Context: an optimization exercise on an open-source flow, tuned for small area, a short achievable clock period and few clock cycles per item. The choices shown serve that exercise and are no tape-out recipe. In this exercise RTL edits were held to simulation tests only and were not proved equivalent to the original.

==> flow/design.v <==
package mfrs_pkg;
	localparam int WINDOW      = 5;
	localparam int SAMPLE_BITS = 10;
	localparam int REG_W       = 11;
	localparam int VAL_W       = 12;
	localparam int SLOT_W = (WINDOW > 1) ? $clog2(WINDOW) : 1;
	localparam int CNT_W  = $clog2(WINDOW + 1);
	localparam int MEDIAN_RANK = WINDOW / 2;
	localparam int CMP_W    = (SAMPLE_BITS > REG_W) ? SAMPLE_BITS : REG_W;
	localparam int PROD_W   = SAMPLE_BITS + REG_W;
	localparam int DIV_W    = PROD_W + (PROD_W % 2);
	localparam int DIV_STEPS = DIV_W / 2;
	localparam int STEP_W   = $clog2(DIV_STEPS);
	localparam int VAL_MAX_I = 2 ** (VAL_W - 1) - 1;
	localparam int VAL_MIN_MAG = 2 ** (VAL_W - 1);
	localparam int QUEUE_DEPTH = 2;
	localparam int QPTR_W = $clog2(QUEUE_DEPTH);
	localparam int QCNT_W = $clog2(QUEUE_DEPTH + 1);
	localparam int APB_DATA_W = 32;
	localparam int APB_ADDR_W = 5;
	localparam int REG_IDX_W  = 3;
	localparam logic [REG_IDX_W-1:0] REG_INPUT_LOW     = 3'd0;
	localparam logic [REG_IDX_W-1:0] REG_INPUT_HIGH    = 3'd1;
	localparam logic [REG_IDX_W-1:0] REG_OUTPUT_LOW    = 3'd2;
	localparam logic [REG_IDX_W-1:0] REG_OUTPUT_HIGH   = 3'd3;
	localparam logic [REG_IDX_W-1:0] REG_INVERT_ENABLE = 3'd4;
	localparam logic [REG_IDX_W-1:0] REG_DIGITAL_MODE  = 3'd5;
	localparam logic [REG_W-1:0] RST_INPUT_LOW   = 11'd0;
	localparam logic [REG_W-1:0] RST_INPUT_HIGH  = 11'd1024;
	localparam logic [REG_W-1:0] RST_OUTPUT_LOW  = 11'd0;
	localparam logic [REG_W-1:0] RST_OUTPUT_HIGH = 11'd127;
	typedef struct packed {
		logic [REG_W-1:0] input_low;
		logic [REG_W-1:0] input_high;
		logic [REG_W-1:0] output_low;
		logic [REG_W-1:0] output_high;
		logic             invert_enable;
		logic             digital_mode;
	} mfrs_cfg_t;
	localparam logic [1:0] F_IDLE = 2'd0;
	localparam logic [1:0] F_RANK = 2'd1;
	localparam logic [1:0] F_PUSH = 2'd2;
	localparam logic [2:0] B_IDLE = 3'd0;
	localparam logic [2:0] B_MUL  = 3'd1;
	localparam logic [2:0] B_DIV  = 3'd2;
	localparam logic [2:0] B_FIX  = 3'd3;
	localparam logic [2:0] B_OUT  = 3'd4;
endpackage
module mfrs_mul
(
	input  logic [9:0] d,
	input  logic [32:0] k,
	input  logic        neg,
	output logic [10:0] ta,
	output logic [10:0] tb,
	output logic [1:0]  g,
	output logic [1:0]  p
);
	logic [4:0]             b_one, b_two, bn;
	logic [4:0][32:0]   bp;
	logic [32:0]             lp;
	logic [10:0] dx;
	assign dx = {d, 1'b0};
	for (genvar i = 0; i < 5; i++) begin : g_booth
		assign b_one[i] = dx[2 * i + 1] ^ dx[2 * i];
		assign b_two[i] = (dx[2 * i + 2] && !dx[2 * i + 1] && !dx[2 * i]) ||
		                  (!dx[2 * i + 2] && dx[2 * i + 1] && dx[2 * i]);
		assign bn[i]    = dx[2 * i + 2] && !(dx[2 * i + 1] && dx[2 * i]);
		assign bp[i]    = ((k & {33{b_one[i]}}) | ({k[31:0], 1'b0} & {33{b_two[i]}})) ^ {33{bn[i]}};
	end
	assign lp = k & {33{d[9]}};
	logic w1;
	logic w2;
	logic w3;
	logic w4;
	logic w5;
	logic w6;
	logic w7;
	logic w8;
	logic w9;
	logic w10;
	logic w11;
	logic w12;
	logic w13;
	logic w14;
	logic w15;
	logic w16;
	logic w17;
	logic w18;
	logic w19;
	logic w20;
	logic w21;
	logic w22;
	logic w23;
	logic w24;
	logic w25;
	logic w26;
	logic w27;
	logic w28;
	logic w29;
	logic w30;
	logic w31;
	logic w32;
	logic w33;
	logic w34;
	logic w35;
	logic w36;
	logic w37;
	logic w38;
	logic w39;
	logic w40;
	logic w41;
	logic w42;
	logic w43;
	logic w44;
	logic w45;
	logic w46;
	logic w47;
	logic w48;
	logic w49;
	logic w50;
	logic w51;
	logic w52;
	logic w53;
	logic w54;
	logic w55;
	logic w56;
	logic w57;
	logic w58;
	logic w59;
	logic w60;
	logic w61;
	logic w62;
	logic w63;
	logic w64;
	logic w65;
	logic w66;
	logic w67;
	logic w68;
	logic w69;
	logic w70;
	logic w71;
	logic w72;
	logic w73;
	logic w74;
	logic w75;
	logic w76;
	logic w77;
	logic w78;
	logic w79;
	logic w80;
	logic w81;
	logic w82;
	logic w83;
	logic w84;
	logic w85;
	logic w86;
	logic w87;
	logic w88;
	logic w89;
	logic w90;
	logic w91;
	logic w92;
	logic w93;
	logic w94;
	logic w95;
	logic w96;
	logic w97;
	logic w98;
	logic w99;
	logic w100;
	logic w101;
	logic w102;
	logic w103;
	logic w104;
	logic w105;
	logic w106;
	logic w107;
	logic w108;
	logic w109;
	logic w110;
	logic w111;
	logic w112;
	logic w113;
	logic w114;
	logic w115;
	logic w116;
	logic w117;
	logic w118;
	logic w119;
	logic w120;
	logic w121;
	logic w122;
	logic w123;
	logic w124;
	logic w125;
	logic w126;
	logic w127;
	logic w128;
	logic w129;
	logic w130;
	logic w131;
	logic w132;
	logic w133;
	logic w134;
	logic w135;
	logic w136;
	logic w137;
	logic w138;
	logic w139;
	logic w140;
	logic w141;
	logic w142;
	logic w143;
	logic w144;
	logic w145;
	logic w146;
	logic w147;
	logic w148;
	logic w149;
	logic w150;
	logic w151;
	logic w152;
	logic w153;
	logic w154;
	logic w155;
	logic w156;
	logic w157;
	logic w158;
	logic w159;
	logic w160;
	logic w161;
	logic w162;
	logic w163;
	logic w164;
	logic w165;
	logic w166;
	logic w167;
	logic w168;
	logic w169;
	logic w170;
	logic w171;
	logic w172;
	logic w173;
	logic w174;
	logic w175;
	logic w176;
	logic w177;
	logic w178;
	logic w179;
	logic w180;
	logic w181;
	logic w182;
	logic w183;
	logic w184;
	logic w185;
	logic w186;
	logic w187;
	logic w188;
	logic w189;
	logic w190;
	logic w191;
	logic w192;
	logic w193;
	logic w194;
	logic w195;
	logic w196;
	logic w197;
	logic w198;
	logic w199;
	logic w200;
	logic w201;
	logic w202;
	logic w203;
	logic w204;
	logic w205;
	logic w206;
	logic w207;
	logic w208;
	logic w209;
	logic w210;
	logic w211;
	logic w212;
	logic w213;
	logic w214;
	logic w215;
	logic w216;
	logic w217;
	logic w218;
	logic w219;
	logic w220;
	logic w221;
	logic w222;
	logic w223;
	logic w224;
	logic w225;
	logic w226;
	logic w227;
	logic w228;
	logic w229;
	logic w230;
	logic w231;
	logic w232;
	logic w233;
	logic w234;
	logic w235;
	logic w236;
	logic w237;
	logic w238;
	logic w239;
	logic w240;
	logic w241;
	logic w242;
	logic w243;
	logic w244;
	logic w245;
	logic w246;
	logic w247;
	logic w248;
	logic w249;
	logic w250;
	logic w251;
	logic w252;
	logic w253;
	logic w254;
	logic w255;
	logic w256;
	assign w1 = bp[0][8] ^ bp[1][6];
	assign w2 = bp[0][8] & bp[1][6];
	assign w3 = bp[0][9] ^ bp[1][7];
	assign w4 = bp[0][9] & bp[1][7];
	assign w5 = bp[0][10] ^ bp[1][8] ^ bp[2][6];
	assign w6 = (bp[0][10] & bp[1][8]) | (bp[0][10] & bp[2][6]) | (bp[1][8] & bp[2][6]);
	assign w7 = bp[0][11] ^ bp[1][9] ^ bp[2][7];
	assign w8 = (bp[0][11] & bp[1][9]) | (bp[0][11] & bp[2][7]) | (bp[1][9] & bp[2][7]);
	assign w9 = bp[0][12] ^ bp[1][10] ^ bp[2][8];
	assign w10 = (bp[0][12] & bp[1][10]) | (bp[0][12] & bp[2][8]) | (bp[1][10] & bp[2][8]);
	assign w11 = bp[0][13] ^ bp[1][11] ^ bp[2][9];
	assign w12 = (bp[0][13] & bp[1][11]) | (bp[0][13] & bp[2][9]) | (bp[1][11] & bp[2][9]);
	assign w13 = bp[0][14] ^ bp[1][12] ^ bp[2][10];
	assign w14 = (bp[0][14] & bp[1][12]) | (bp[0][14] & bp[2][10]) | (bp[1][12] & bp[2][10]);
	assign w15 = bp[0][15] ^ bp[1][13] ^ bp[2][11];
	assign w16 = (bp[0][15] & bp[1][13]) | (bp[0][15] & bp[2][11]) | (bp[1][13] & bp[2][11]);
	assign w17 = bp[0][16] ^ bp[1][14] ^ bp[2][12];
	assign w18 = (bp[0][16] & bp[1][14]) | (bp[0][16] & bp[2][12]) | (bp[1][14] & bp[2][12]);
	assign w19 = bp[0][17] ^ bp[1][15] ^ bp[2][13];
	assign w20 = (bp[0][17] & bp[1][15]) | (bp[0][17] & bp[2][13]) | (bp[1][15] & bp[2][13]);
	assign w21 = bp[0][18] ^ bp[1][16] ^ bp[2][14];
	assign w22 = (bp[0][18] & bp[1][16]) | (bp[0][18] & bp[2][14]) | (bp[1][16] & bp[2][14]);
	assign w23 = bp[0][19] ^ bp[1][17] ^ bp[2][15];
	assign w24 = (bp[0][19] & bp[1][17]) | (bp[0][19] & bp[2][15]) | (bp[1][17] & bp[2][15]);
	assign w25 = bp[0][20] ^ bp[1][18] ^ bp[2][16];
	assign w26 = (bp[0][20] & bp[1][18]) | (bp[0][20] & bp[2][16]) | (bp[1][18] & bp[2][16]);
	assign w27 = bp[0][21] ^ bp[1][19] ^ bp[2][17];
	assign w28 = (bp[0][21] & bp[1][19]) | (bp[0][21] & bp[2][17]) | (bp[1][19] & bp[2][17]);
	assign w29 = bp[0][22] ^ bp[1][20];
	assign w30 = bp[0][22] & bp[1][20];
	assign w31 = bp[0][23] ^ bp[1][21];
	assign w32 = bp[0][23] & bp[1][21];
	assign w33 = bp[0][24] ^ bp[1][22];
	assign w34 = bp[0][24] & bp[1][22];
	assign w35 = bp[0][25] ^ bp[1][23];
	assign w36 = bp[0][25] & bp[1][23];
	assign w37 = bp[0][26] ^ bp[1][24];
	assign w38 = bp[0][26] & bp[1][24];
	assign w39 = bp[0][27] ^ bp[1][25];
	assign w40 = bp[0][27] & bp[1][25];
	assign w41 = bp[0][28] ^ bp[1][26];
	assign w42 = bp[0][28] & bp[1][26];
	assign w43 = bp[0][29] ^ bp[1][27];
	assign w44 = bp[0][29] & bp[1][27];
	assign w45 = bp[0][30] ^ bp[1][28];
	assign w46 = bp[0][30] & bp[1][28];
	assign w47 = bp[0][31] ^ bp[1][29];
	assign w48 = bp[0][31] & bp[1][29];
	assign w49 = bp[0][32] ^ bp[1][30];
	assign w50 = bp[0][32] & bp[1][30];
	assign w51 = bp[0][7] ^ bp[1][5];
	assign w52 = bp[0][7] & bp[1][5];
	assign w53 = w1 ^ bp[2][4] ^ bp[3][2];
	assign w54 = (w1 & bp[2][4]) | (w1 & bp[3][2]) | (bp[2][4] & bp[3][2]);
	assign w55 = bp[4][0] ^ bn[4];
	assign w56 = bp[4][0] & bn[4];
	assign w57 = w2 ^ w3 ^ bp[2][5];
	assign w58 = (w2 & w3) | (w2 & bp[2][5]) | (w3 & bp[2][5]);
	assign w59 = bp[3][3] ^ bp[4][1] ^ 1'b1;
	assign w60 = (bp[3][3] & bp[4][1]) | (bp[3][3] & 1'b1) | (bp[4][1] & 1'b1);
	assign w61 = w4 ^ w5 ^ bp[3][4];
	assign w62 = (w4 & w5) | (w4 & bp[3][4]) | (w5 & bp[3][4]);
	assign w63 = bp[4][2] ^ lp[0] ^ neg;
	assign w64 = (bp[4][2] & lp[0]) | (bp[4][2] & neg) | (lp[0] & neg);
	assign w65 = w6 ^ w7 ^ bp[3][5];
	assign w66 = (w6 & w7) | (w6 & bp[3][5]) | (w7 & bp[3][5]);
	assign w67 = bp[4][3] ^ lp[1] ^ neg;
	assign w68 = (bp[4][3] & lp[1]) | (bp[4][3] & neg) | (lp[1] & neg);
	assign w69 = w8 ^ w9 ^ bp[3][6];
	assign w70 = (w8 & w9) | (w8 & bp[3][6]) | (w9 & bp[3][6]);
	assign w71 = bp[4][4] ^ lp[2] ^ neg;
	assign w72 = (bp[4][4] & lp[2]) | (bp[4][4] & neg) | (lp[2] & neg);
	assign w73 = w10 ^ w11 ^ bp[3][7];
	assign w74 = (w10 & w11) | (w10 & bp[3][7]) | (w11 & bp[3][7]);
	assign w75 = bp[4][5] ^ lp[3] ^ neg;
	assign w76 = (bp[4][5] & lp[3]) | (bp[4][5] & neg) | (lp[3] & neg);
	assign w77 = w12 ^ w13 ^ bp[3][8];
	assign w78 = (w12 & w13) | (w12 & bp[3][8]) | (w13 & bp[3][8]);
	assign w79 = bp[4][6] ^ lp[4] ^ neg;
	assign w80 = (bp[4][6] & lp[4]) | (bp[4][6] & neg) | (lp[4] & neg);
	assign w81 = w14 ^ w15 ^ bp[3][9];
	assign w82 = (w14 & w15) | (w14 & bp[3][9]) | (w15 & bp[3][9]);
	assign w83 = bp[4][7] ^ lp[5] ^ neg;
	assign w84 = (bp[4][7] & lp[5]) | (bp[4][7] & neg) | (lp[5] & neg);
	assign w85 = w16 ^ w17 ^ bp[3][10];
	assign w86 = (w16 & w17) | (w16 & bp[3][10]) | (w17 & bp[3][10]);
	assign w87 = bp[4][8] ^ lp[6] ^ neg;
	assign w88 = (bp[4][8] & lp[6]) | (bp[4][8] & neg) | (lp[6] & neg);
	assign w89 = w18 ^ w19 ^ bp[3][11];
	assign w90 = (w18 & w19) | (w18 & bp[3][11]) | (w19 & bp[3][11]);
	assign w91 = bp[4][9] ^ lp[7] ^ neg;
	assign w92 = (bp[4][9] & lp[7]) | (bp[4][9] & neg) | (lp[7] & neg);
	assign w93 = w20 ^ w21 ^ bp[3][12];
	assign w94 = (w20 & w21) | (w20 & bp[3][12]) | (w21 & bp[3][12]);
	assign w95 = bp[4][10] ^ lp[8] ^ neg;
	assign w96 = (bp[4][10] & lp[8]) | (bp[4][10] & neg) | (lp[8] & neg);
	assign w97 = w22 ^ w23 ^ bp[3][13];
	assign w98 = (w22 & w23) | (w22 & bp[3][13]) | (w23 & bp[3][13]);
	assign w99 = bp[4][11] ^ lp[9] ^ neg;
	assign w100 = (bp[4][11] & lp[9]) | (bp[4][11] & neg) | (lp[9] & neg);
	assign w101 = w24 ^ w25 ^ bp[3][14];
	assign w102 = (w24 & w25) | (w24 & bp[3][14]) | (w25 & bp[3][14]);
	assign w103 = bp[4][12] ^ lp[10] ^ neg;
	assign w104 = (bp[4][12] & lp[10]) | (bp[4][12] & neg) | (lp[10] & neg);
	assign w105 = w26 ^ w27 ^ bp[3][15];
	assign w106 = (w26 & w27) | (w26 & bp[3][15]) | (w27 & bp[3][15]);
	assign w107 = bp[4][13] ^ lp[11] ^ neg;
	assign w108 = (bp[4][13] & lp[11]) | (bp[4][13] & neg) | (lp[11] & neg);
	assign w109 = w28 ^ w29 ^ bp[2][18];
	assign w110 = (w28 & w29) | (w28 & bp[2][18]) | (w29 & bp[2][18]);
	assign w111 = bp[3][16] ^ bp[4][14] ^ lp[12];
	assign w112 = (bp[3][16] & bp[4][14]) | (bp[3][16] & lp[12]) | (bp[4][14] & lp[12]);
	assign w113 = w30 ^ w31 ^ bp[2][19];
	assign w114 = (w30 & w31) | (w30 & bp[2][19]) | (w31 & bp[2][19]);
	assign w115 = bp[3][17] ^ bp[4][15] ^ lp[13];
	assign w116 = (bp[3][17] & bp[4][15]) | (bp[3][17] & lp[13]) | (bp[4][15] & lp[13]);
	assign w117 = w32 ^ w33 ^ bp[2][20];
	assign w118 = (w32 & w33) | (w32 & bp[2][20]) | (w33 & bp[2][20]);
	assign w119 = bp[3][18] ^ bp[4][16] ^ lp[14];
	assign w120 = (bp[3][18] & bp[4][16]) | (bp[3][18] & lp[14]) | (bp[4][16] & lp[14]);
	assign w121 = w34 ^ w35 ^ bp[2][21];
	assign w122 = (w34 & w35) | (w34 & bp[2][21]) | (w35 & bp[2][21]);
	assign w123 = bp[3][19] ^ bp[4][17] ^ lp[15];
	assign w124 = (bp[3][19] & bp[4][17]) | (bp[3][19] & lp[15]) | (bp[4][17] & lp[15]);
	assign w125 = w36 ^ w37 ^ bp[2][22];
	assign w126 = (w36 & w37) | (w36 & bp[2][22]) | (w37 & bp[2][22]);
	assign w127 = bp[3][20] ^ bp[4][18] ^ lp[16];
	assign w128 = (bp[3][20] & bp[4][18]) | (bp[3][20] & lp[16]) | (bp[4][18] & lp[16]);
	assign w129 = w38 ^ w39 ^ bp[2][23];
	assign w130 = (w38 & w39) | (w38 & bp[2][23]) | (w39 & bp[2][23]);
	assign w131 = bp[3][21] ^ bp[4][19] ^ lp[17];
	assign w132 = (bp[3][21] & bp[4][19]) | (bp[3][21] & lp[17]) | (bp[4][19] & lp[17]);
	assign w133 = w40 ^ w41 ^ bp[2][24];
	assign w134 = (w40 & w41) | (w40 & bp[2][24]) | (w41 & bp[2][24]);
	assign w135 = bp[3][22] ^ bp[4][20] ^ lp[18];
	assign w136 = (bp[3][22] & bp[4][20]) | (bp[3][22] & lp[18]) | (bp[4][20] & lp[18]);
	assign w137 = w42 ^ w43 ^ bp[2][25];
	assign w138 = (w42 & w43) | (w42 & bp[2][25]) | (w43 & bp[2][25]);
	assign w139 = bp[3][23] ^ bp[4][21] ^ lp[19];
	assign w140 = (bp[3][23] & bp[4][21]) | (bp[3][23] & lp[19]) | (bp[4][21] & lp[19]);
	assign w141 = w44 ^ w45 ^ bp[2][26];
	assign w142 = (w44 & w45) | (w44 & bp[2][26]) | (w45 & bp[2][26]);
	assign w143 = bp[3][24] ^ bp[4][22] ^ lp[20];
	assign w144 = (bp[3][24] & bp[4][22]) | (bp[3][24] & lp[20]) | (bp[4][22] & lp[20]);
	assign w145 = w46 ^ w47 ^ bp[2][27];
	assign w146 = (w46 & w47) | (w46 & bp[2][27]) | (w47 & bp[2][27]);
	assign w147 = bp[3][25] ^ bp[4][23] ^ lp[21];
	assign w148 = (bp[3][25] & bp[4][23]) | (bp[3][25] & lp[21]) | (bp[4][23] & lp[21]);
	assign w149 = w48 ^ w49 ^ bp[2][28];
	assign w150 = (w48 & w49) | (w48 & bp[2][28]) | (w49 & bp[2][28]);
	assign w151 = bp[3][26] ^ bp[4][24] ^ lp[22];
	assign w152 = (bp[3][26] & bp[4][24]) | (bp[3][26] & lp[22]) | (bp[4][24] & lp[22]);
	assign w153 = w51 ^ bp[2][3];
	assign w154 = w51 & bp[2][3];
	assign w155 = w52 ^ w53 ^ w55;
	assign w156 = (w52 & w53) | (w52 & w55) | (w53 & w55);
	assign w157 = w54 ^ w56 ^ w57;
	assign w158 = (w54 & w56) | (w54 & w57) | (w56 & w57);
	assign w159 = w58 ^ w60 ^ w61;
	assign w160 = (w58 & w60) | (w58 & w61) | (w60 & w61);
	assign w161 = w62 ^ w64 ^ w65;
	assign w162 = (w62 & w64) | (w62 & w65) | (w64 & w65);
	assign w163 = w66 ^ w68 ^ w69;
	assign w164 = (w66 & w68) | (w66 & w69) | (w68 & w69);
	assign w165 = w70 ^ w72 ^ w73;
	assign w166 = (w70 & w72) | (w70 & w73) | (w72 & w73);
	assign w167 = w74 ^ w76 ^ w77;
	assign w168 = (w74 & w76) | (w74 & w77) | (w76 & w77);
	assign w169 = w78 ^ w80 ^ w81;
	assign w170 = (w78 & w80) | (w78 & w81) | (w80 & w81);
	assign w171 = w82 ^ w84 ^ w85;
	assign w172 = (w82 & w84) | (w82 & w85) | (w84 & w85);
	assign w173 = w86 ^ w88 ^ w89;
	assign w174 = (w86 & w88) | (w86 & w89) | (w88 & w89);
	assign w175 = w90 ^ w92 ^ w93;
	assign w176 = (w90 & w92) | (w90 & w93) | (w92 & w93);
	assign w177 = w94 ^ w96 ^ w97;
	assign w178 = (w94 & w96) | (w94 & w97) | (w96 & w97);
	assign w179 = w98 ^ w100 ^ w101;
	assign w180 = (w98 & w100) | (w98 & w101) | (w100 & w101);
	assign w181 = w102 ^ w104 ^ w105;
	assign w182 = (w102 & w104) | (w102 & w105) | (w104 & w105);
	assign w183 = w106 ^ w108 ^ w109;
	assign w184 = (w106 & w108) | (w106 & w109) | (w108 & w109);
	assign w185 = w110 ^ w112 ^ w113;
	assign w186 = (w110 & w112) | (w110 & w113) | (w112 & w113);
	assign w187 = w114 ^ w116 ^ w117;
	assign w188 = (w114 & w116) | (w114 & w117) | (w116 & w117);
	assign w189 = w118 ^ w120 ^ w121;
	assign w190 = (w118 & w120) | (w118 & w121) | (w120 & w121);
	assign w191 = w122 ^ w124 ^ w125;
	assign w192 = (w122 & w124) | (w122 & w125) | (w124 & w125);
	assign w193 = w126 ^ w128 ^ w129;
	assign w194 = (w126 & w128) | (w126 & w129) | (w128 & w129);
	assign w195 = w130 ^ w132 ^ w133;
	assign w196 = (w130 & w132) | (w130 & w133) | (w132 & w133);
	assign w197 = w134 ^ w136 ^ w137;
	assign w198 = (w134 & w136) | (w134 & w137) | (w136 & w137);
	assign w199 = w138 ^ w140 ^ w141;
	assign w200 = (w138 & w140) | (w138 & w141) | (w140 & w141);
	assign w201 = w142 ^ w144 ^ w145;
	assign w202 = (w142 & w144) | (w142 & w145) | (w144 & w145);
	assign w203 = w146 ^ w148 ^ w149;
	assign w204 = (w146 & w148) | (w146 & w149) | (w148 & w149);
	assign w205 = w153 ^ bp[3][1];
	assign w206 = w153 & bp[3][1];
	assign w207 = w154 ^ w155 ^ neg;
	assign w208 = (w154 & w155) | (w154 & neg) | (w155 & neg);
	assign w209 = w156 ^ w157 ^ w59;
	assign w210 = (w156 & w157) | (w156 & w59) | (w157 & w59);
	assign w211 = w158 ^ w159 ^ w63;
	assign w212 = (w158 & w159) | (w158 & w63) | (w159 & w63);
	assign w213 = w160 ^ w161 ^ w67;
	assign w214 = (w160 & w161) | (w160 & w67) | (w161 & w67);
	assign w215 = w162 ^ w163 ^ w71;
	assign w216 = (w162 & w163) | (w162 & w71) | (w163 & w71);
	assign w217 = w164 ^ w165 ^ w75;
	assign w218 = (w164 & w165) | (w164 & w75) | (w165 & w75);
	assign w219 = w166 ^ w167 ^ w79;
	assign w220 = (w166 & w167) | (w166 & w79) | (w167 & w79);
	assign w221 = w168 ^ w169 ^ w83;
	assign w222 = (w168 & w169) | (w168 & w83) | (w169 & w83);
	assign w223 = w170 ^ w171 ^ w87;
	assign w224 = (w170 & w171) | (w170 & w87) | (w171 & w87);
	assign w225 = w172 ^ w173 ^ w91;
	assign w226 = (w172 & w173) | (w172 & w91) | (w173 & w91);
	assign w227 = w174 ^ w175 ^ w95;
	assign w228 = (w174 & w175) | (w174 & w95) | (w175 & w95);
	assign w229 = w176 ^ w177 ^ w99;
	assign w230 = (w176 & w177) | (w176 & w99) | (w177 & w99);
	assign w231 = w178 ^ w179 ^ w103;
	assign w232 = (w178 & w179) | (w178 & w103) | (w179 & w103);
	assign w233 = w180 ^ w181 ^ w107;
	assign w234 = (w180 & w181) | (w180 & w107) | (w181 & w107);
	assign w235 = w182 ^ w183 ^ w111;
	assign w236 = (w182 & w183) | (w182 & w111) | (w183 & w111);
	assign w237 = w184 ^ w185 ^ w115;
	assign w238 = (w184 & w185) | (w184 & w115) | (w185 & w115);
	assign w239 = w186 ^ w187 ^ w119;
	assign w240 = (w186 & w187) | (w186 & w119) | (w187 & w119);
	assign w241 = w188 ^ w189 ^ w123;
	assign w242 = (w188 & w189) | (w188 & w123) | (w189 & w123);
	assign w243 = w190 ^ w191 ^ w127;
	assign w244 = (w190 & w191) | (w190 & w127) | (w191 & w127);
	assign w245 = w192 ^ w193 ^ w131;
	assign w246 = (w192 & w193) | (w192 & w131) | (w193 & w131);
	assign w247 = w194 ^ w195 ^ w135;
	assign w248 = (w194 & w195) | (w194 & w135) | (w195 & w135);
	assign w249 = w196 ^ w197 ^ w139;
	assign w250 = (w196 & w197) | (w196 & w139) | (w197 & w139);
	assign w251 = w198 ^ w199 ^ w143;
	assign w252 = (w198 & w199) | (w198 & w143) | (w199 & w143);
	assign w253 = w200 ^ w201 ^ w147;
	assign w254 = (w200 & w201) | (w200 & w147) | (w201 & w147);
	assign w255 = w202 ^ w203 ^ w151;
	assign w256 = (w202 & w203) | (w202 & w151) | (w203 & w151);
	logic [32:0] ra, rb;
	assign ra = {w254, w252, w250, w248, w246, w244, w242, w240, w238, w236, w234, w232, w230, w228, w226, w224, w222, w220, w218, w216, w214, w212, w210, w208, w206, w205, 1'b0, 1'b0, 1'b0, 1'b0, 1'b0, 1'b0, 1'b0};
	assign rb = {w255, w253, w251, w249, w247, w245, w243, w241, w239, w237, w235, w233, w231, w229, w227, w225, w223, w221, w219, w217, w215, w213, w211, w209, w207, neg, 1'b0, 1'b0, 1'b0, 1'b0, 1'b0, 1'b0, 1'b0};
	logic [8:0] s0;
	logic [7:0] s1;
	assign s0   = {1'b0, ra[14:7]} + {1'b0, rb[14:7]};
	assign s1   = {1'b0, ra[21:15]} + {1'b0, rb[21:15]};
	assign g[0] = s0[8];
	assign g[1] = s1[7];
	assign p[0] = &(ra[14:7] ^ rb[14:7]);
	assign p[1] = &(ra[21:15] ^ rb[21:15]);
	assign ta   = ra[32:22];
	assign tb   = rb[32:22];
endmodule
import mfrs_pkg::*;
module median_filter_range_scaler
(
	input  logic                  clk,
	input  logic                  arst_n,
	input  logic                  sample_valid,
	output logic                  sample_ready,
	input  logic [SAMPLE_BITS-1:0] sample,
	output logic                  result_valid,
	input  logic                  result_ready,
	output logic [SAMPLE_BITS-1:0] result_filtered,
	output logic signed [VAL_W-1:0] result_value,
	output logic                  result_valid_res,
	input  logic                  psel,
	input  logic                  penable,
	input  logic                  pwrite,
	input  logic [APB_ADDR_W-1:0] paddr,
	input  logic [APB_DATA_W-1:0] pwdata,
	output logic [APB_DATA_W-1:0] prdata,
	output logic                  pready
);
	localparam int KSTEPS = 2;
	localparam int KXW    = 34;
	localparam int KCYC   = KXW / KSTEPS;
	mfrs_pkg::mfrs_cfg_t cfg_q;
	logic [REG_IDX_W-1:0] reg_idx;
	logic                 cfg_wr;
	assign pready  = 1'b1;
	assign reg_idx = paddr[APB_ADDR_W-1:2];
	assign cfg_wr  = psel && penable && pwrite;
	always_comb begin
		unique case (reg_idx)
			REG_INPUT_LOW:     prdata = APB_DATA_W'(cfg_q.input_low);
			REG_INPUT_HIGH:    prdata = APB_DATA_W'(cfg_q.input_high);
			REG_OUTPUT_LOW:    prdata = APB_DATA_W'(cfg_q.output_low);
			REG_OUTPUT_HIGH:   prdata = APB_DATA_W'(cfg_q.output_high);
			REG_INVERT_ENABLE: prdata = APB_DATA_W'(cfg_q.invert_enable);
			REG_DIGITAL_MODE:  prdata = APB_DATA_W'(cfg_q.digital_mode);
			default:           prdata = '0;
		endcase
	end
	always_ff @(posedge clk or negedge arst_n) begin
		if (!arst_n) begin
			cfg_q.input_low     <= RST_INPUT_LOW;
			cfg_q.input_high    <= RST_INPUT_HIGH;
			cfg_q.output_low    <= RST_OUTPUT_LOW;
			cfg_q.output_high   <= RST_OUTPUT_HIGH;
			cfg_q.invert_enable <= 1'b0;
			cfg_q.digital_mode  <= 1'b0;
		end else if (cfg_wr) begin
			unique case (reg_idx)
				REG_INPUT_LOW:     cfg_q.input_low     <= pwdata[REG_W-1:0];
				REG_INPUT_HIGH:    cfg_q.input_high    <= pwdata[REG_W-1:0];
				REG_OUTPUT_LOW:    cfg_q.output_low    <= pwdata[REG_W-1:0];
				REG_OUTPUT_HIGH:   cfg_q.output_high   <= pwdata[REG_W-1:0];
				REG_INVERT_ENABLE: cfg_q.invert_enable <= pwdata[0];
				REG_DIGITAL_MODE:  cfg_q.digital_mode  <= pwdata[0];
				default: ;
			endcase
		end
	end
	logic [REG_W-1:0] den_q;     
	logic             neg_q;     
	logic             szero_q;   
	logic [REG_W:0]   out_span;
	assign out_span = {1'b0, cfg_q.output_high} - {1'b0, cfg_q.output_low};
	always_ff @(posedge clk) begin
		den_q   <= cfg_q.input_high - cfg_q.input_low;
		neg_q   <= out_span[REG_W];
		szero_q <= (cfg_q.input_high == cfg_q.input_low);
	end
	logic en;
	logic out_valid_q;
	logic kbusy_q;
	logic kready;
	assign en           = !out_valid_q || result_ready;
	assign sample_ready = en && kready;
	logic take;
	assign take = sample_valid && sample_ready;
	logic [REG_W-1:0] kr_q;
	logic [KXW-1:0]   kx_q;
	logic [4:0]       kcnt_q;
	logic             kpend_q;
	logic             kwr;
	logic [REG_W-1:0] kr_n;
	logic [KXW-1:0]   kx_n;
	logic [REG_W-1:0] kmag, kdm1;
	assign kwr = cfg_wr && !reg_idx[2];
	assign kready = !kbusy_q || (!kpend_q && (kcnt_q >= 5'(KCYC - 2)));
	always_comb begin
		kmag = out_span[REG_W] ? REG_W'(-out_span) : out_span[REG_W-1:0];
		kdm1 = cfg_q.input_high - cfg_q.input_low - 1'b1;
	end
	always_comb begin
		logic [REG_W:0]   t;
		logic [REG_W+1:0] dif;
		kr_n = kr_q;
		kx_n = kx_q;
		for (int k = 0; k < KSTEPS; k++) begin
			t    = {kr_n, kx_n[KXW-1]};
			dif  = {1'b0, t} - {2'b00, den_q};
			kx_n = {kx_n[KXW-2:0], !dif[REG_W+1]};
			kr_n = dif[REG_W+1] ? t[REG_W-1:0] : dif[REG_W-1:0];
		end
	end
	always_ff @(posedge clk or negedge arst_n) begin
		if (!arst_n) begin
			kpend_q <= 1'b1;
			kbusy_q <= 1'b1;
			kcnt_q  <= '0;
		end else begin
			kpend_q <= kwr;
			if (kwr) begin
				kbusy_q <= 1'b1;
				kcnt_q  <= '0;
			end else if (kbusy_q && !kpend_q) begin
				kcnt_q <= kcnt_q + 1'b1;
				if (kcnt_q == 5'(KCYC - 1)) kbusy_q <= 1'b0;
			end
		end
	end
	always_ff @(posedge clk) begin
		if (kpend_q) begin
			kx_q <= {1'b0, kmag, 11'b0, out_span[REG_W] ? REG_W'(0) : kdm1};
		end else if (kbusy_q) begin
			kx_q <= kx_n;
		end
	end
	always_ff @(posedge clk) begin
		kr_q <= kpend_q ? '0 : kr_n;
	end
	logic [4:0][SAMPLE_BITS-1:0] win_q;
	logic [4:0][4:0]             ord_q;
	logic [3:0]                  le;      
	always_comb begin
		for (int j = 0; j < 4; j++)
			le[j] = (sample <= win_q[j]);
	end
	always_ff @(posedge clk or negedge arst_n) begin
		if (!arst_n) begin
			win_q <= '0;
			ord_q <= '1;
		end else if (take) begin
			win_q <= {win_q[3:0], sample};
			for (int i = 0; i < 4; i++)
				for (int j = i + 1; j < 4; j++)
					ord_q[i + 1][j + 1] <= ord_q[i][j];
			for (int j = 0; j < 4; j++)
				ord_q[0][j + 1] <= le[j];
		end
	end
	logic v1_q;
	always_ff @(posedge clk or negedge arst_n) begin
		if (!arst_n) v1_q <= 1'b0;
		else if (en) v1_q <= take;
	end
	logic [4:0]             pick;
	logic [SAMPLE_BITS-1:0] med1;
	function automatic logic two_of_four(input logic [3:0] b);
		two_of_four = ((3'(b[0]) + 3'(b[1]) + 3'(b[2]) + 3'(b[3])) == 3'd2);
	endfunction
	always_comb begin
		logic [3:0] bef;
		for (int i = 0; i < 5; i++) begin
			for (int j = 0; j < 4; j++) begin
				if (j < i) bef[j] = ord_q[j][i];
				else       bef[j] = !ord_q[i][j + 1];
			end
			pick[i] = two_of_four(bef);
		end
		med1 = '0;
		for (int i = 0; i < 5; i++)
			med1 = med1 | (win_q[i] & {SAMPLE_BITS{pick[i]}});
	end
	logic                   va_q;
	logic                   inra_q;
	logic [SAMPLE_BITS-1:0] meda_q;
	logic [SAMPLE_BITS-1:0] offa_q;
	always_ff @(posedge clk or negedge arst_n) begin
		if (!arst_n) va_q <= 1'b0;
		else if (en) va_q <= v1_q;
	end
	always_ff @(posedge clk) begin
		if (en) begin
			inra_q <= ({1'b0, med1} >= cfg_q.input_low) && ({1'b0, med1} <= cfg_q.input_high) && !szero_q;
			meda_q <= med1;
			offa_q <= med1 - SAMPLE_BITS'(cfg_q.input_low);
		end
	end
	logic [REG_W-1:0] ta2, tb2;
	logic [1:0]       g2, p2;
	mfrs_mul u_mul (
		.d   (offa_q),
		.k   (kx_q[32:0]),
		.neg (neg_q),
		.ta  (ta2),
		.tb  (tb2),
		.g   (g2),
		.p   (p2)
	);
	logic                   pv;
	logic                   inrp_q;
	logic [SAMPLE_BITS-1:0] medp_q;
	logic [REG_W-1:0]       tap_q, tbp_q;
	logic [1:0]             gp_q;
	logic                   pp_q;
	always_ff @(posedge clk or negedge arst_n) begin
		if (!arst_n) pv <= 1'b0;
		else if (en) pv <= va_q;
	end
	always_ff @(posedge clk) begin
		if (en) begin
			inrp_q  <= inra_q;
			medp_q  <= meda_q;
			tap_q   <= ta2;
			tbp_q   <= tb2;
			gp_q    <= g2;
			pp_q    <= p2[1];
		end
	end
	logic                    scl;
	logic [SAMPLE_BITS-1:0]  medf;
	logic                    tc;           
	logic [REG_W-1:0]        quo;
	logic [VAL_W:0]          xa, xb, xs, zs;
	logic                    xc;
	logic signed [VAL_W-1:0] fval;
	logic                    fvres;
	always_comb begin
		scl  = inrp_q;
		medf = medp_q;
		tc   = gp_q[1] || (pp_q && gp_q[0]);
		quo  = tap_q + tbp_q + REG_W'(tc);
		xa   = (neg_q && !cfg_q.invert_enable) ? ~{2'b00, quo} : {2'b00, quo};
		xb   = !cfg_q.invert_enable ? '0 :
		       neg_q ? {2'b00, cfg_q.output_high} : ~{2'b00, cfg_q.output_high};
		xc   = neg_q ^ cfg_q.invert_enable;
		xs   = xa + xb + (VAL_W + 1)'(xc);
		zs   = {2'b00, cfg_q.output_high} - {2'b00, quo};
		if (cfg_q.digital_mode) begin
			fval  = (medf != '0) ? VAL_W'(1) : VAL_W'(-1);
			fvres = 1'b1;
		end else if (scl) begin
			if (!cfg_q.invert_enable)
				fval = xs[VAL_W-1:0];
			else if (!neg_q)
				fval = xs[VAL_W] ? zs[VAL_W-1:0] : xs[VAL_W-1:0];
			else
				fval = (xs[VAL_W] || xs[VAL_W-1]) ? VAL_W'(VAL_MAX_I) : xs[VAL_W-1:0];
			fvres = 1'b1;
		end else begin
			fval  = VAL_W'(-1);
			fvres = 1'b0;
		end
	end
	logic [SAMPLE_BITS-1:0]  out_filt_q;
	logic signed [VAL_W-1:0] out_value_q;
	logic                    out_vres_q;
	always_ff @(posedge clk or negedge arst_n) begin
		if (!arst_n) out_valid_q <= 1'b0;
		else if (en) out_valid_q <= pv;
	end
	always_ff @(posedge clk) begin
		if (en) begin
			out_filt_q  <= medf;
			out_value_q <= fval;
			out_vres_q  <= fvres;
		end
	end
	assign result_valid     = out_valid_q;
	assign result_filtered  = out_filt_q;
	assign result_value     = out_value_q;
	assign result_valid_res = out_vres_q;
endmodule
==> flow/run.sh <==
#!/bin/bash
# synth_recipe.tcl (not shown) runs the flow's synth.tcl, then flattens the netlist and writes it again
# the make line also repeats each setting of config.mk as NAME=value (left out here)
make -C /OpenROAD-flow-scripts/flow DESIGN_CONFIG=/design/flow/config.mk WORK_HOME=/design/flow/orfs CLKGATE_MAP_FILE= SYNTH_SCRIPT=/design/flow/synth_recipe.tcl finish
==> flow/config.mk <==
export PLATFORM = sky130hd
export DESIGN_NAME = median_filter_range_scaler
export DESIGN_NICKNAME = median_filter_range_scaler
export VERILOG_FILES = /design/flow/design.v
export SDC_FILE = /design/flow/constraint.sdc
export NUM_CORES = 4
export LEC_CHECK = 0
export CAP_MARGIN = 20
export CORE_MARGIN = 2
export CORE_UTILIZATION = 55
export PLACE_DENSITY = 0.75
export SETUP_SLACK_MARGIN = 3.0
export SLEW_MARGIN = 20
==> flow/constraint.sdc <==
create_clock -name core_clock -period 7.5 [get_ports {clk}]
set_input_delay 1.5000 -clock core_clock [delete_from_list [all_inputs] [get_ports {clk}]]
set_output_delay 1.5000 -clock core_clock [all_outputs]
set_load 0.01 [all_outputs]
==> impl_metrics.yaml, run 1 <==
outcome:
  status: "timing/DRC/antenna clean"
floorplan:
  core_area_sq_um: 39500
  start_util_pct: 55.4
  die_w_um: 204
  dieHeight_um: 204
  rows: 73
  dieArea_sq_um: 41400
  ios: 112
drt:
  vias: 17200
  viasPerCell: 5.98
  antenna_left: 0
  routedWlPerCell_um: 19.3
  drc: 0
  drtPass1Iterations: 6
  wl_mm: 55.3
  drtIter0Drc: 1409
finish:
  synthToLayoutAreaGrowth_pct: 14.2
  design_area_sq_um: 25000
  n_fill_cell: 3037
  antenna_cells: 0
  layout_common_cells: "251 x inv_1, 174 x ha_1, 155 x nand2_1"
  final_common_cell: "inv_1"
  final_core_util_pct: 63.3
  fin_nets: 2679
  drive_gt1_share_pct: 13.6
timing:
  finalSetupViolations: 0
  maxSlewViolCount: 0
  fin_tns_setup_ns: 0
  post-route-min-period_ns: 4.52
  fin_skew_ns: 0.0126
  tightestPinTransition_ns: 1.05
  layout_setup_ws_ns: 2.98
  hold_viol_final: 0
  rsz0062_at_grt: "true"
  clock.fmax_ghz: 0.221
  post-route-period-util_pct: 60.3
  relSlewSlack_pct: 30.1
cts:
  clock_latency_ns: 0.58
  clk_pin_slew_worst_paths_ns: 0.07
  cts_sinks: 255
  cts_tree: "built"
  numCtsBuffers: 29
  htreeDepth: 1
  clockBufferDepth: 3
  root_buffer: "clkbuf_16"
grt:
  overflow: 0
  grt_usage_pct: 26.5
  antenna_found_initial: 0
  grt_pass1_vias: 17300
  grt_max_degree: 108
  grt_pass1_wl_mm: 88.4
synthesis:
  ys_seq_elements: 255
  synth_cells: 2259
  synth_area_sq_um: 21900
  synth.distinct_cells: 85
  synth_area_per_cell_sq_um: 9.70
  synthArstFlopShare_pct: 45.9
  ys_seq_area_share_pct: 30.8
  yosys_warnings: 1
  ys.flop_type: "edfxtp_1"
  synth-edff-count: 102
worst_setup_path:
  reg2reg_depth: 22
  crit_path_end_kind: "flop"
  path_class: "reg2reg"
  crit_path_max_fanout: 4
  cp-start-kind: "flop"
  crit_arrival_ns: 4.86
  crit_required_ns: 7.84
place:
  dp_hpwl_mm: 38.6
  place_ws_ns: 2.05
  placed_area_sq_um: 22900
  routabilityCongestion: 0.904
  portBuffers: 66
min_path:
  hp-class: "reg2reg"
  min_path_cells: 0
run:
  maxCapViolCount: 0
==> synth_stat cells (11+ instances only) <==
cell type / n / area share (%)
inv_1: 254 / 4.4
ha_1: 184 / 11
nand2_1: 158 / 2.7
a22oi_1: 124 / 4.2
fa_1: 121 / 11
xnor2_1: 118 / 4.7
xor2_1: 117 / 4.7
nor2_1: 114 / 2.0
edfxtp_1: 102 / 14
dfrtp_1: 97 / 11
a21oi_1: 94 / 2.1
o21ai_0: 94 / 2.1
clkbuf_1: 86 / 1.5
mux2_2: 51 / 2.6
dfxtp_1: 36 / 3.3
nor2b_1: 35 / 1.0
nor3_1: 33 / 0.75
nand3_1: 31 / 0.71
a21o_1: 26 / 0.89
mux2i_1: 24 / 1.1
buf_4: 23 / 0.79
buf_1: 21 / 0.36
dfstp_2: 20 / 2.4
nand2b_1: 19 / 0.54
nand4_1: 19 / 0.54
o21a_1: 19 / 0.65
a31oi_1: 17 / 0.49
and2_1: 17 / 0.49
o21ai_1: 14 / 0.32
nor4_1: 11 / 0.31
==> per-layer routing <==
metal	GRT usage [%]	routed length, um	up-vias
met5	0	0	-
met4	9.05	2100	0
met3	3.52	3360	155
met2	46.6	27500	608
met1	33.6	22300	8471
li1	-	-	7925
==> metrics by stage <==
stage,hold slack [ns],instances
after floorplan,0.400,2279
after global placement,0.402,2751
after detailed placement,0.407,2751
after CTS,0.421,2828
after global routing,0.436,2868
final,0.420,2868
==> critical path, cell delays in order (launching register included) <==
cell	delay [ns]
edfxtp_1	0.43
buf_12	0.16
nor2_1	0.16
nand2_2	0.10
o21ai_4	0.12
a22oi_2	0.09
xor2_1	0.17
ha_1	0.27
inv_1	0.05
fa_1	0.52
inv_1	0.05
fa_1	0.49
inv_1	0.05
fa_1	0.47
inv_1	0.04
ha_1	0.28
a31o_2	0.22
a21oi_2	0.11
nor2b_1	0.05
o21ai_1	0.14
nand2b_1	0.09
a21oi_2	0.12
o21ai_1	0.08
==> flip-flops by register name (all words and copies together) (netlist names), 11 cells and up <==
register,cells
kx_q,34
tap_q,11
win_q,50
out_value_q,12
den_q,11
kr_q,11
cfg_q,46
tbp_q,11
==> layout make-up <==
cell class	count	area [sq um]	area share, %
inverter	254	957	3.83
tap	525	657	2.63
clock buffer	31	733	2.93
clock inverter	23	193	0.770
multi-input combinational	1630	14200	56.7
sequential	255	6740	26.9
timing repair buffer	150	1560	6.22
==> cells by family after synthesis <==
family	count (synthesis)	share of synthesized area, %
AO/OA/AOI/OAI	492	15.3
AND/OR/NAND/NOR	487	10.7
buffers and inverters	395	7.25
adder cells (fa/ha/maj)	305	21.6
flip-flops	255	30.8
XOR/XNOR	238	9.68
multiplexers	85	4.75
other	2	0.0343
==> repair_timing <==
item | CTS | global route
endpoints found under the setup margin | 48 | 33
cloned | 2 | 3
hold buffers | 0 | 0
gates resized for setup | 56 | 79
buffers inserted | 21 | 37
pin swaps | 17 | 49
==> path summary, 6_finish.rpt <==
check / start / slack [ns] / to
max: offa_q[1]$_DFFE_PP_ / 2.98 / gp_q[0]$_DFFE_PP_
min: inra_q$_DFFE_PP_ / 0.42 / inrp_q$_DFFE_PP_
max reg2reg: offa_q[1]$_DFFE_PP_ / 2.98 / gp_q[0]$_DFFE_PP_
min reg2reg: inra_q$_DFFE_PP_ / 0.42 / inrp_q$_DFFE_PP_
max in group asynchronous: arst_n / 5.22 / cfg_q[1]$_DFFE_PN0P_
min in group asynchronous: arst_n / 1.00 / win_q[18]$_DFFE_PN0P_
Testbench counts, summed over its fixed seeds: cycles 4,256, items 3,840.
==> run 2: changes to the inputs <==
--- a/flow/design.v
+++ b/flow/design.v
@@ -51,10 +51,7 @@
 	input  logic [9:0] d,
 	input  logic [32:0] k,
 	input  logic        neg,
-	output logic [10:0] ta,
-	output logic [10:0] tb,
-	output logic [1:0]  g,
-	output logic [1:0]  p
+	output logic [10:0] quo
 );
 	logic [4:0]             b_one, b_two, bn;
 	logic [4:0][32:0]   bp;
@@ -584,16 +581,9 @@
 	logic [32:0] ra, rb;
 	assign ra = {w254, w252, w250, w248, w246, w244, w242, w240, w238, w236, w234, w232, w230, w228, w226, w224, w222, w220, w218, w216, w214, w212, w210, w208, w206, w205, 1'b0, 1'b0, 1'b0, 1'b0, 1'b0, 1'b0, 1'b0};
 	assign rb = {w255, w253, w251, w249, w247, w245, w243, w241, w239, w237, w235, w233, w231, w229, w227, w225, w223, w221, w219, w217, w215, w213, w211, w209, w207, neg, 1'b0, 1'b0, 1'b0, 1'b0, 1'b0, 1'b0, 1'b0};
-	logic [8:0] s0;
-	logic [7:0] s1;
-	assign s0   = {1'b0, ra[14:7]} + {1'b0, rb[14:7]};
-	assign s1   = {1'b0, ra[21:15]} + {1'b0, rb[21:15]};
-	assign g[0] = s0[8];
-	assign g[1] = s1[7];
-	assign p[0] = &(ra[14:7] ^ rb[14:7]);
-	assign p[1] = &(ra[21:15] ^ rb[21:15]);
-	assign ta   = ra[32:22];
-	assign tb   = rb[32:22];
+	logic [15:0] lo;
+	assign lo  = {1'b0, ra[21:7]} + {1'b0, rb[21:7]};
+	assign quo = ra[32:22] + rb[32:22] + 11'(lo[15]);
 endmodule
 import mfrs_pkg::*;
 module median_filter_range_scaler
@@ -784,23 +774,17 @@
 			offa_q <= med1 - SAMPLE_BITS'(cfg_q.input_low);
 		end
 	end
-	logic [REG_W-1:0] ta2, tb2;
-	logic [1:0]       g2, p2;
+	logic [REG_W-1:0] quo2;
 	mfrs_mul u_mul (
 		.d   (offa_q),
 		.k   (kx_q[32:0]),
 		.neg (neg_q),
-		.ta  (ta2),
-		.tb  (tb2),
-		.g   (g2),
-		.p   (p2)
+		.quo (quo2)
 	);
 	logic                   pv;
 	logic                   inrp_q;
 	logic [SAMPLE_BITS-1:0] medp_q;
-	logic [REG_W-1:0]       tap_q, tbp_q;
-	logic [1:0]             gp_q;
-	logic                   pp_q;
+	logic [REG_W-1:0]       quop_q;
 	always_ff @(posedge clk or negedge arst_n) begin
 		if (!arst_n) pv <= 1'b0;
 		else if (en) pv <= va_q;
@@ -809,15 +793,11 @@
 		if (en) begin
 			inrp_q  <= inra_q;
 			medp_q  <= meda_q;
-			tap_q   <= ta2;
-			tbp_q   <= tb2;
-			gp_q    <= g2;
-			pp_q    <= p2[1];
+			quop_q  <= quo2;
 		end
 	end
 	logic                    scl;
 	logic [SAMPLE_BITS-1:0]  medf;
-	logic                    tc;           
 	logic [REG_W-1:0]        quo;
 	logic [VAL_W:0]          xa, xb, xs, zs;
 	logic                    xc;
@@ -826,8 +806,7 @@
 	always_comb begin
 		scl  = inrp_q;
 		medf = medp_q;
-		tc   = gp_q[1] || (pp_q && gp_q[0]);
-		quo  = tap_q + tbp_q + REG_W'(tc);
+		quo  = quop_q;
 		xa   = (neg_q && !cfg_q.invert_enable) ? ~{2'b00, quo} : {2'b00, quo};
 		xb   = !cfg_q.invert_enable ? '0 :
 		       neg_q ? {2'b00, cfg_q.output_high} : ~{2'b00, cfg_q.output_high};
==> run 2 against run 1 <==
- setup slack got worse by 2.1 ns
- final cell count decreased by 0.28%
- critical endpoint is now quop_q[10]$_DFFE_PP_
- cell area decreased by 3.2%
- clock skew decreased by 0.0046 ns
- non-clock buffer count decreased by 1
- die area decreased by 2.6%
==> impl_metrics.yaml, run 2 <==
outcome:
  status: "timing/DRC/antenna clean"
place:
  dp_hpwl_mm: 38.6
  routabilityCongestion: 0.886
  place_ws_ns: 0.377
  portBuffers: 66
drt:
  wl_mm: 53.7
  drtIter0Drc: 1368
  vias: 16800
  drtPass1Iterations: 5
  antenna_left: 0
  routedWlPerCell_um: 18.8
  drc: 0
  viasPerCell: 5.86
worst_setup_path:
  path_class: "reg2reg"
  crit_arrival_ns: 6.93
  slowest_delay_ns: 0.52
  crit_slowest_cell: "edfxtp_1"
  reg2reg_from: "offa_q[1]$_DFFE_PP_"
  r2r_setup_slack_ns: 0.89
  crit_path_max_fanout: 6
  crit_start: "offa_q[1]$_DFFE_PP_"
  crit_required_ns: 7.82
  cp-start-kind: "flop"
  crit_path_end_kind: "flop"
finish:
  layout_common_cells: "277 x inv_1, 208 x nand2_1, 177 x ha_1"
  antenna_cells: 0
  synthToLayoutAreaGrowth_pct: 13.5
  drive_gt1_share_pct: 13.1
  register_area_sq_um: 6320
  fin_nets: 2680
  final_common_cell: "inv_1"
  multi_input_area_sq_um: 13800
  n_fill_cell: 3145
  top_register: "win_q"
  reg_top3: "win_q (50), cfg_q (46), kx_q (34)"
  largest_register_ffs: 50
timing:
  relSlewSlack_pct: 28.7
  fin_tns_setup_ns: 0
  hold_viol_final: 0
  maxSlewViolCount: 0
  rsz0062_at_grt: "true"
  post-route-period-util_pct: 88.1
  layout_setup_ws_ns: 0.892
  finalSetupViolations: 0
  tightestPinTransition_ns: 1.07
  clock.fmax_ghz: 0.151
  fin_skew_ns: 0.00794
  post-route-min-period_ns: 6.61
synthesis:
  synth_top_area_cell: "edfxtp_1"
  synth_area_per_cell_sq_um: 9.45
  synth_area_sq_um: 21300
  synthArstFlopShare_pct: 48.5
  ys_seq_area_share_pct: 29.6
  synth-edff-count: 88
  synth_cells: 2258
  ys_seq_elements: 241
  ys.flop_type: "dfrtp_1"
  yosys_warnings: 1
  yosysMostFrequentCell: "inv_1"
  netlist_top_cells_count: "284 x inv_1, 210 x nand2_1, 184 x ha_1"
  synth.top_cell.area_share_pct: 12.4
  synth.distinct_cells: 86
  synth_area_leaders: "edfxtp_1 12%, dfrtp_1 11%, fa_1 11%, ha_1 11%, inv_1 5.0%"
grt:
  antenna_found_initial: 1
  grt_usage_pct: 26.5
  overflow: 0
  grt_max_degree: 89
  grt_pass1_wl_mm: 86.9
  grt_pass1_vias: 17200
floorplan:
  core_area_sq_um: 38500
  die_w_um: 201
  start_util_pct: 55.4
  dieArea_sq_um: 40400
  rows: 72
  dieHeight_um: 201
  ios: 112
run:
  maxCapViolCount: 0
min_path:
  hp-class: "reg2reg"
  hp-start: "meda_q[0]$_DFFE_PP_"
cts:
  clockBufferDepth: 3
  cts_tree: "built"
  htreeDepth: 1
  clock_latency_ns: 0.57
  numCtsBuffers: 27
  clk_pin_slew_worst_paths_ns: 0.07
  root_buffer: "clkbuf_16"
  cts_hold_buffers: 0
  cts_sinks: 241
run 2: cell types whose count changed after synthesis, sizes merged, moves of 11 or more:
cell    before  now
a21oi       94   55
buf         55   43
edfxtp     102   88
inv        254  284
mux2        51   36
mux2i       24   40
nand2      158  210
nor2       115   96
nor2b       35   46
o21ai      110  147
xnor2      118  100
xor2       118  107
run 2: routing by layer:
| layer | track usage (%) | share of wire, % | vias to the layer above |
|---|---|---|---|
| met5 | 0 | 0.032 | - |
| met4 | 9.84 | 3.3 | 2 |
| met3 | 4.48 | 6.5 | 124 |
| met2 | 45.0 | 49 | 568 |
| met1 | 34.1 | 41 | 8241 |
| li1 | - | - | 7816 |
run 2: metrics by stage:
stage | hold WS (ns) | instances | util [%] | instance area (sq um)
finish | 0.419 | 2860 | 63.0 | 24200
global route | 0.427 | 2860 | 63.0 | 24200
CTS | 0.419 | 2840 | 62.2 | 23900
detailed placement | 0.405 | 2753 | 58.1 | 22400
global placement | 0.402 | 2753 | 58.1 | 22400
floorplan | 0.400 | 2278 | - | 21500
run 2: critical path, delay by kind of cell (launching register included):
family	cells	cell delay [ns]
adders and majority gates	7	2.76
AOI/OAI and AO/OA	13	1.50
and+or+nand+nor	4	0.78
buffers and inverters	5	0.59
DFF	1	0.52
xor gates and xnor gates	2	0.18
run 2: cells by family after synthesis:
family | count (synthesis) | synth area share, %
flops | 241 | 29.6
mux | 87 | 4.94
xor+xnor | 207 | 8.54
fa+ha+maj | 305 | 22.2
compound gates | 477 | 15.1
buf+inv | 421 | 7.98
other cells | 2 | 0.0352
simple gates | 518 | 11.6
run 2: worst paths after layout:
kind | to | cells after the start
setup / recovery | quop_q[10]$_DFFE_PP_ | 31
hold / removal | medp_q[0]$_DFFE_PP_ | 0
setup reg to reg | quop_q[10]$_DFFE_PP_ | 31
hold reg to reg | medp_q[0]$_DFFE_PP_ | 0
max in group asynchronous | va_q$_DFFE_PN0P_ | 2
min in group asynchronous | cfg_q[42]$_DFFE_PN0P_ | 1
run 2: what timing repair did:
| item | 4_1_cts | 5_1_grt |
|---|---|---|
| pin swaps | 32 | 21 |
| gates resized for setup | 75 | 37 |
| cloned | 2 | 1 |
| setup endpoints to repair | 52 | 45 |
| buffers inserted | 35 | 19 |
run 2: final cells by class:
cell class / instances / share of cell area [%]
clock buffer: 29 / 2.90
clock inverter: 21 / 1.09
inverter: 284 / 4.42
multi-input combinational: 1618 / 57.2
sequential: 241 / 26.1
tap: 518 / 2.68
timing repair buffer: 149 / 5.63
Testbench counts of run 2, summed over its fixed seeds: cycles 4,256, items 3,840.

==> afterwards: timing with drivers on the ports <==
No port has a modelled driver above. Below, the same layouts with a new extraction and two added sets of constraints.
Step 1, drivers: a clkbuf_16 drives clk and a buf_2 each remaining input, both assumed.
Step 2 adds t to the input delays and takes it off the output delays; t is the mean of the earliest and latest rising clock arrival at the registers after step 1. Input paths then give back, and output paths get back, about the clock's delay inside the block.
a / b / c = ideal ports / drivers / drivers and shift; a / b = the first two.
| run | t, ns | setup WS [ns] | hold slack, ns | worst setup path at the end | worst data-port slew with drivers (ns) |
|---|---|---|---|---|---|
| run 1 | 0.637 | 2.978 / 2.978 / 2.978 | 0.420 / 0.420 / 0.420 | register to register | 0.05 |
| run 2 | 0.624 | 0.892 / 0.892 / 0.892 | 0.419 / 0.419 / 0.419 | register to register | 0.04 |
After both steps setup and hold are still met in every run listed.
